Source: an optimization exercise on an open RTL-to-GDS flow (aim: small area and a short achievable clock period). Production flows keep margins and buffers that such runs may drop.
Function was checked by simulation only, so behaviour that the tests miss may differ from the original.
No activity file was given, so power comes from the tool's default toggle rates.

$ cat flow/run.sh
#!/bin/bash
# synth_recipe.tcl (not shown) runs the flow's synth.tcl, then flattens the netlist and writes it again
# the make line also repeats each setting of config.mk as NAME=value (left out here)
make -C /OpenROAD-flow-scripts/flow DESIGN_CONFIG=/design/flow/config.mk WORK_HOME=/design/flow/orfs CLKGATE_MAP_FILE= SYNTH_SCRIPT=/design/flow/synth_recipe.tcl finish
$ cat flow/config.mk
export PLATFORM = sky130hd
export DESIGN_NAME = instruction_fetch_unit
export DESIGN_NICKNAME = instruction_fetch_unit
export VERILOG_FILES = /design/flow/design.v
export SDC_FILE = /design/flow/constraint.sdc
export NUM_CORES = 4
export LEC_CHECK = 0
export ABC_CLOCK_PERIOD_IN_PS = 2100
export CAP_MARGIN = 20
export CELL_PAD_IN_SITES_DETAIL_PLACEMENT = 1
export CORE_MARGIN = 2
export CORE_UTILIZATION = 45
export CTS_CLUSTER_DIAMETER = 80
export CTS_CLUSTER_SIZE = 24
export SETUP_SLACK_MARGIN = 2.78
export SLEW_MARGIN = 20
export SYNTH_HIERARCHICAL = 1
$ cat flow/constraint.sdc
create_clock -name core_clock -period 5.0 [get_ports {clk}]
set_input_delay 1.0000 -clock core_clock [delete_from_list [all_inputs] [get_ports {clk}]]
set_output_delay 1.0000 -clock core_clock [all_outputs]
set_load 0.01 [all_outputs]
$ cat flow/design.v
module instruction_fetch_unit #(
  parameter int MEM_DEPTH = 64,
  parameter int ADDR_W    = 6
) (
  input  logic              clk,
  input  logic              reset,
  input  logic              Load_En,
  input  logic [31:0]       Load_Data,
  input  logic              Start,
  input  logic              Stall,
  output logic [31:0]       Instruction_Code,
  output logic [ADDR_W-1:0] Instr_Addr,
  output logic              Instr_Valid,
  output logic [ADDR_W:0]   Prog_Len,
  output logic              Load_Full,
  output logic              Done
);
  logic              run_q, done_q;
  logic [ADDR_W:0]   len_q;
  logic              nz_q;      
  logic [ADDR_W-1:0] addr_q;
  logic              last_q;    
  logic              phase_q;   
  logic              load_q;    
  logic              rot_q;     
  logic [31:0]       data_q;    
  logic [31:0]       code_q;
  logic [MEM_DEPTH-1:0][31:0] ring;
  logic              vld_o, done_o, full_o;
  logic [ADDR_W:0]   len_o;
  logic [ADDR_W-1:0] addr_o;
  logic idle, full, load, start, adv, fin, hold, take;
  assign idle  = !run_q && !done_q;
  assign full  = len_q[ADDR_W];
  assign load  = idle && Load_En && !full;
  assign start = !reset && ((idle && !Load_En && Start && nz_q) || (done_q && Start));
  assign adv   = !reset && run_q && !Stall && !last_q;
  assign fin   = run_q && !Stall && last_q;
  assign hold  = !reset && run_q && Stall;
  assign take  = start || adv;
  logic [7:0] mlo_oh, mhi_oh, mlo_gt, mhi_gt;
  logic [31:0] wdata;
  assign wdata = load_q ? (data_q ^ {32{phase_q}}) : ring[0];
  logic [31:0] head;
  always_comb begin
    if (load_q && mlo_oh[0] && mhi_oh[0])
      head = data_q;
    else if (rot_q)
      head = ring[1] ^ {32{phase_q}};
    else
      head = ring[0] ^ {32{phase_q}};
  end
  logic act_q;
  assign act_q = load_q || rot_q;
  logic [MEM_DEPTH-1:0][31:0] ring_d;
  for (genvar g = 0; g < MEM_DEPTH; g++) begin : g_slot
    logic hd, sh, wr;
    ifu_slot_ctrl u_ctrl (
      .act(act_q), .rot(rot_q),
      .lo_oh(mlo_oh[g%8]), .hi_oh(mhi_oh[g/8]), .lo_gt(mlo_gt[g%8]), .hi_gt(mhi_gt[g/8]),
      .hd(hd), .sh(sh), .wr(wr)
    );
    if (g < MEM_DEPTH - 1) begin : g_mid
      ifu_slot_gate u_gate (
        .hd(hd), .sh(sh), .wr(wr),
        .q(ring[g]), .n(ring[g+1]), .w(wdata),
        .d(ring_d[g])
      );
    end else begin : g_end
      ifu_end_gate u_gate (
        .hd(hd), .wr(wr),
        .q(ring[g]), .w(wdata),
        .d(ring_d[g])
      );
    end
  end
  always_ff @(posedge clk) ring <= ring_d;
  always_ff @(posedge clk) begin
    phase_q <= reset ? 1'b0 : !phase_q;
    code_q  <= ({32{take}} & head) | ({32{hold}} & code_q);
    load_q  <= load && !reset;
    rot_q   <= take;
    data_q  <= Load_Data;
    if (reset) begin
      mlo_oh <= '0;
      mhi_oh <= '0;
      mlo_gt <= '0;
      mhi_gt <= '0;
    end else if (load) begin
      if (!nz_q) begin
        mlo_oh <= 8'd1;
        mhi_oh <= 8'd1;
      end else if (mlo_oh[7]) begin
        mlo_oh <= 8'd1;
        mlo_gt <= '0;
        mhi_oh <= {mhi_oh[6:0], 1'b0};
        mhi_gt <= {mhi_gt[6:0], 1'b1};
      end else begin
        mlo_oh <= {mlo_oh[6:0], 1'b0};
        mlo_gt <= {mlo_gt[6:0], 1'b1};
      end
    end
    if (reset) begin
      run_q  <= 1'b0;
      done_q <= 1'b0;
      len_q  <= '0;
      nz_q   <= 1'b0;
      addr_q <= '0;
      last_q <= 1'b0;
    end else begin
      if (load) begin
        len_q <= len_q + (ADDR_W+1)'(1);
        nz_q  <= 1'b1;
      end
      if (start) begin
        run_q  <= 1'b1;
        done_q <= 1'b0;
        addr_q <= '0;
        last_q <= (len_q == (ADDR_W+1)'(1));
      end else if (adv) begin
        addr_q <= addr_q + ADDR_W'(1);
        last_q <= (({1'b0, addr_q} + (ADDR_W+1)'(2)) == len_q);
      end else if (fin) begin
        run_q  <= 1'b0;
        done_q <= 1'b1;
      end
    end
    len_o  <= reset ? '0 : len_q + (ADDR_W+1)'(load);
    full_o <= !reset && (full || (load && (len_q[ADDR_W-1:0] == '1)));
    addr_o <= (reset || start) ? '0 : addr_q + ADDR_W'(adv);
    vld_o  <= !reset && (start || (run_q && !fin));
    done_o <= !reset && (fin || (done_q && !start));
  end
  assign Instruction_Code = code_q;
  assign Instr_Addr       = addr_o;
  assign Instr_Valid      = vld_o;
  assign Prog_Len         = len_o;
  assign Load_Full        = full_o;
  assign Done             = done_o;
endmodule
module ifu_slot_ctrl (
  input  logic act,
  input  logic rot,
  input  logic lo_oh,
  input  logic hi_oh,
  input  logic lo_gt,
  input  logic hi_gt,
  output logic hd,
  output logic sh,
  output logic wr
);
  assign wr = act & lo_oh & hi_oh;
  assign sh = rot & (hi_gt | (hi_oh & lo_gt));
  assign hd = !(wr | sh);
endmodule
module ifu_slot_gate (
  input  logic        hd,
  input  logic        sh,
  input  logic        wr,
  input  logic [31:0] q,
  input  logic [31:0] n,
  input  logic [31:0] w,
  output logic [31:0] d
);
  assign d = ~(({32{hd}} & q) | ({32{sh}} & n) | ({32{wr}} & w));
endmodule
module ifu_end_gate (
  input  logic        hd,
  input  logic        wr,
  input  logic [31:0] q,
  input  logic [31:0] w,
  output logic [31:0] d
);
  assign d = ~(({32{hd}} & q) | ({32{wr}} & w));
endmodule
==> metrics.sh <==
HOLD_PATH_CLASS='flip-flop to flip-flop'
CP-STARTPOINT='data_q[3]$_DFF_P_'
POSTSYNTHNETCOUNT=5680
SYNTH_AREA_PER_CELL_UM2=13.2
TIMING_MAX_TRANSITION_VIOLATIONS_FINAL=0
FINAL.HOLD.WORST_SLACK_PS=444
DIE-WIDTH_UM=411
SEQUENTIAL_CELL_AREA_UM2=43800
TOP_LEVEL_PORTS=85
FF2FF_SETUP_SLACK_PS=2720
GLOBALROUTEOVERFLOWTOTAL=0
GRT_PASS1_WL_UM=371000
R2R.WORST_PATH.CELLS=4
CLOCK_PERIOD_MINUS_WORST_SLACK_PS=2280
CTS-ROOT-TO-SINK-BUFFERS=3
LAYOUT-DRIVE-GT1-SHARE_PCT=14.2
R2R_START='data_q[3]$_DFF_P_'
DIE_BOUNDARY_HEIGHT_UM=411
TIMING.FINAL.CRIT_SHARE_PCT=45.5
STATUS='timing/DRC/antenna clean'
ANTENNA_LEFT=0
DIE-AREA_UM2=169000
WORST_IR_DROP_VDD_mV=0.353
FIN_SETUP_TNS_PS=0
ENDPOINT_KIND='flip-flop'
FLOORPLAN.INITIALDENSITY_PCT=45.3
FIN_WORST_SKEW_PS=67.0
VIAS=60102
MIN_TO='ring[1220]$_DFF_P_'
HIGHEST_CLOCK_FREQUENCY_THE_DESIGN_CAN_MEET_MHz=439
GRTUSAGETOTAL_PCT=27.7
HOLD-PATH-CELL-COUNT=1
CTS_TREE='yes'
FINALSETUPVIOLATIONS=0
WORSTSKEWPAIRLATENCY_PS=790
DRT_PASS_1_ITERS=15
LAUNCHING_ELEMENT_TYPE_OF_THE_CRITICAL_PATH='flip-flop'
WORST-ENDPOINT-REQUIRED_PS=5650
TRITONCTS.NUM_BUFFERS=107
GRT_SETUP_UNREPAIRED='yes'
RELSLEWSLACK_PCT=30.4
HOLD_BUF_COUNT_CTS=0
PLACEMENT_ROWS=149
GRT_START_MAX_NET_PINS=92
SYNTH_CELLS=5636
NFILLCELLS=16471
POWER_PER_STANDARD_CELL_AREA_nW_PER_UM2=406
NUMCLOCKSINKS=2180
HPWL_UM=139000
POST-ROUTE-WORST-SETUP-SLACK_PS=2720
WORSTHOLDSTART='ring[1252]$_DFF_P_'
CRIT_PATH_MAX_FANOUT=43
CTS_ROOT_BUFFER='sky130_fd_sc_hd__clkbuf_16'
POST_DRT_WL_PER_CELL_UM=33.2
PLACE_WS_PS=1290
GRT_PASS1_VIAS=57664
TIMING_WORST_SETUP_PATH_TYPE='flip-flop to flip-flop'
ARRIVAL_PS=2930
VIAS_PER_CELL=7.76
REMAINING_DRC_ERRORS=0
NUM-NETS-FINAL=5560
STATIC-LEAKAGE-POWER_nW=29.2
GRT_ANTENNA_BEFORE_REPAIR=16
TIMING.FINAL.HOLD_VIOLATIONS=0
MULTIINPUTGATEAREA_UM2=27000
YOSYSWARNINGS=7
DRTITER0DRC=15710
DESIGN.CORE.AREA_UM2=165000
FINALWIRELENGTH_UM=257000
GLOBALPLACE.CONGESTION=0.907
PORT_BUFFERS=84
CTS-HTREE-LEVELS=3
MAPPEDNETLISTAREA_UM2=74600
MAX_CAP_VIOLATIONS=0
TIGHTEST_SLEW_PS=1040
REGTOREGENDPOINT='ring[1539]$_DFF_P_'
CLKTRANSATPATHREGS_PS=90
FLOW.AREA_GROWTH_FROM_SYNTHESIS_PCT=7.10
timing repair:
item | CTS | global route
endpoints found under the setup margin | 2182 | 1183
cloned | 51 | 24
buffers inserted | 43 | 60
resized for setup | 469 | 69
hold endpoints to repair | 0 | 0
pin swaps | 16 | 15
report_power, final:
part | switching [mW] | leakage (nW) | internal, mW
sequential | 0.223 | 18.4 | 17.6
combinational | 3.67 | 9.34 | 1.09
clock | 5.72 | 1.51 | 4.14
metrics by stage:
stage	total power, mW	instances	area (um^2)	utilization, %
6_report	32.4	7742	79900	48.5
5_1_grt	33.3	7739	79900	48.5
4_1_cts	32.2	7654	79000	47.9
3_5_place_dp	22.3	7418	74300	45.1
3_3_place_gp	22.2	7415	74200	45.0
2_1_floorplan	20.0	5636	74800	-
critical path, stage by stage, from the launching register on:
cell	delay, ps
sky130_fd_sc_hd__dfxtp_1	480
sky130_fd_sc_hd__xnor2_1	880
sky130_fd_sc_hd__a21oi_4	160
sky130_fd_sc_hd__buf_12	260
sky130_fd_sc_hd__a222oi_1	290
cell usage in the layout (no fill, tap or decap), drive strengths merged, types with 46 or more instances in the layout:
master / instances
dfxtp: 2180
clkbuf: 119
nor2: 118
nand2: 52
buf: 289
and2: 65
xor2: 47
a21oi: 171
o21ai: 46
and3: 113
a222oi: 2016
a21o: 64
state kept, by name (all words and copies together), names as in the netlist:
register,flops
ring,2048
code_q,32
data_q,32
mhi_gt,8
mhi_oh,8
mlo_gt,8
mlo_oh,8
len_o,7
len_q,7
addr_o,6
addr_q,6
done_o,1
done_q,1
full_o,1
last_q,1
load_q,1
nz_q,1
phase_q,1
rot_q,1
run_q,1
vld_o,1
how the worst max path moves through the flow:
stage / slack (ps) / depth (start not counted) / end
after floorplan: 2200 / 7 / ring[1077]$_DFF_P_
after global placement: 1330 / 8 / len_o[4]$_SDFF_PP0_
after detailed placement: 1290 / 8 / len_o[4]$_SDFF_PP0_
after CTS: 2710 / 5 / ring[1918]$_DFF_P_
after global routing: 2700 / 5 / ring[883]$_DFF_P_
final: 2720 / 4 / ring[1539]$_DFF_P_
final cells by class:
| type | instances | share of cell area [%] |
|---|---|---|
| sequential | 2180 | 54.7 |
| inverter | 13 | 0.0767 |
| multi-input combinational | 2888 | 33.8 |
| antenna | 4 | 0.0125 |
| timing repair buffer | 325 | 4.02 |
| clock buffer | 118 | 3.47 |
| tap | 2189 | 3.43 |
| clock inverter | 24 | 0.398 |
| timing repair inverter | 1 | 0.0110 |
routing by layer:
layer  wire length, um  track usage [%]  part of all wire [%]  vias up
li1                  -                -                     -    25142
met1            103000             36.9                    40    31138
met2            120000             44.6                    47     3315
met3             24400             4.37                   9.5      493
met4              9340             11.6                   3.6       14
met5                86                0                 0.033        -

[separate check: timing with driven ports]
Ports are ideal in the flow. The routed layout listed here was re-timed in OpenROAD.
Step 1 sets driving cells, clkbuf_16 on the clock port and buf_2 on the other inputs (assumed; they add their load-dependent delay and slew).
Step 2, shift: input delay + t, output delay - t, t = (earliest + latest rising clock arrival at the registers) / 2. This alone moves slack from input paths to output paths.
Slacks: no drivers / after step 1 / after step 2; pairs: no drivers / after step 1.
shift t [ns]: 0.841
setup slack, ns: 2.724 / 2.667 / 2.263
hold WS [ns]: 0.444 / 0.444 / 0.444
pins driven straight from the clock port: 1
After both steps this run still meets setup and hold. The setup slack of this run moves by -0.057 ns with the drivers and by -0.461 ns with both steps.
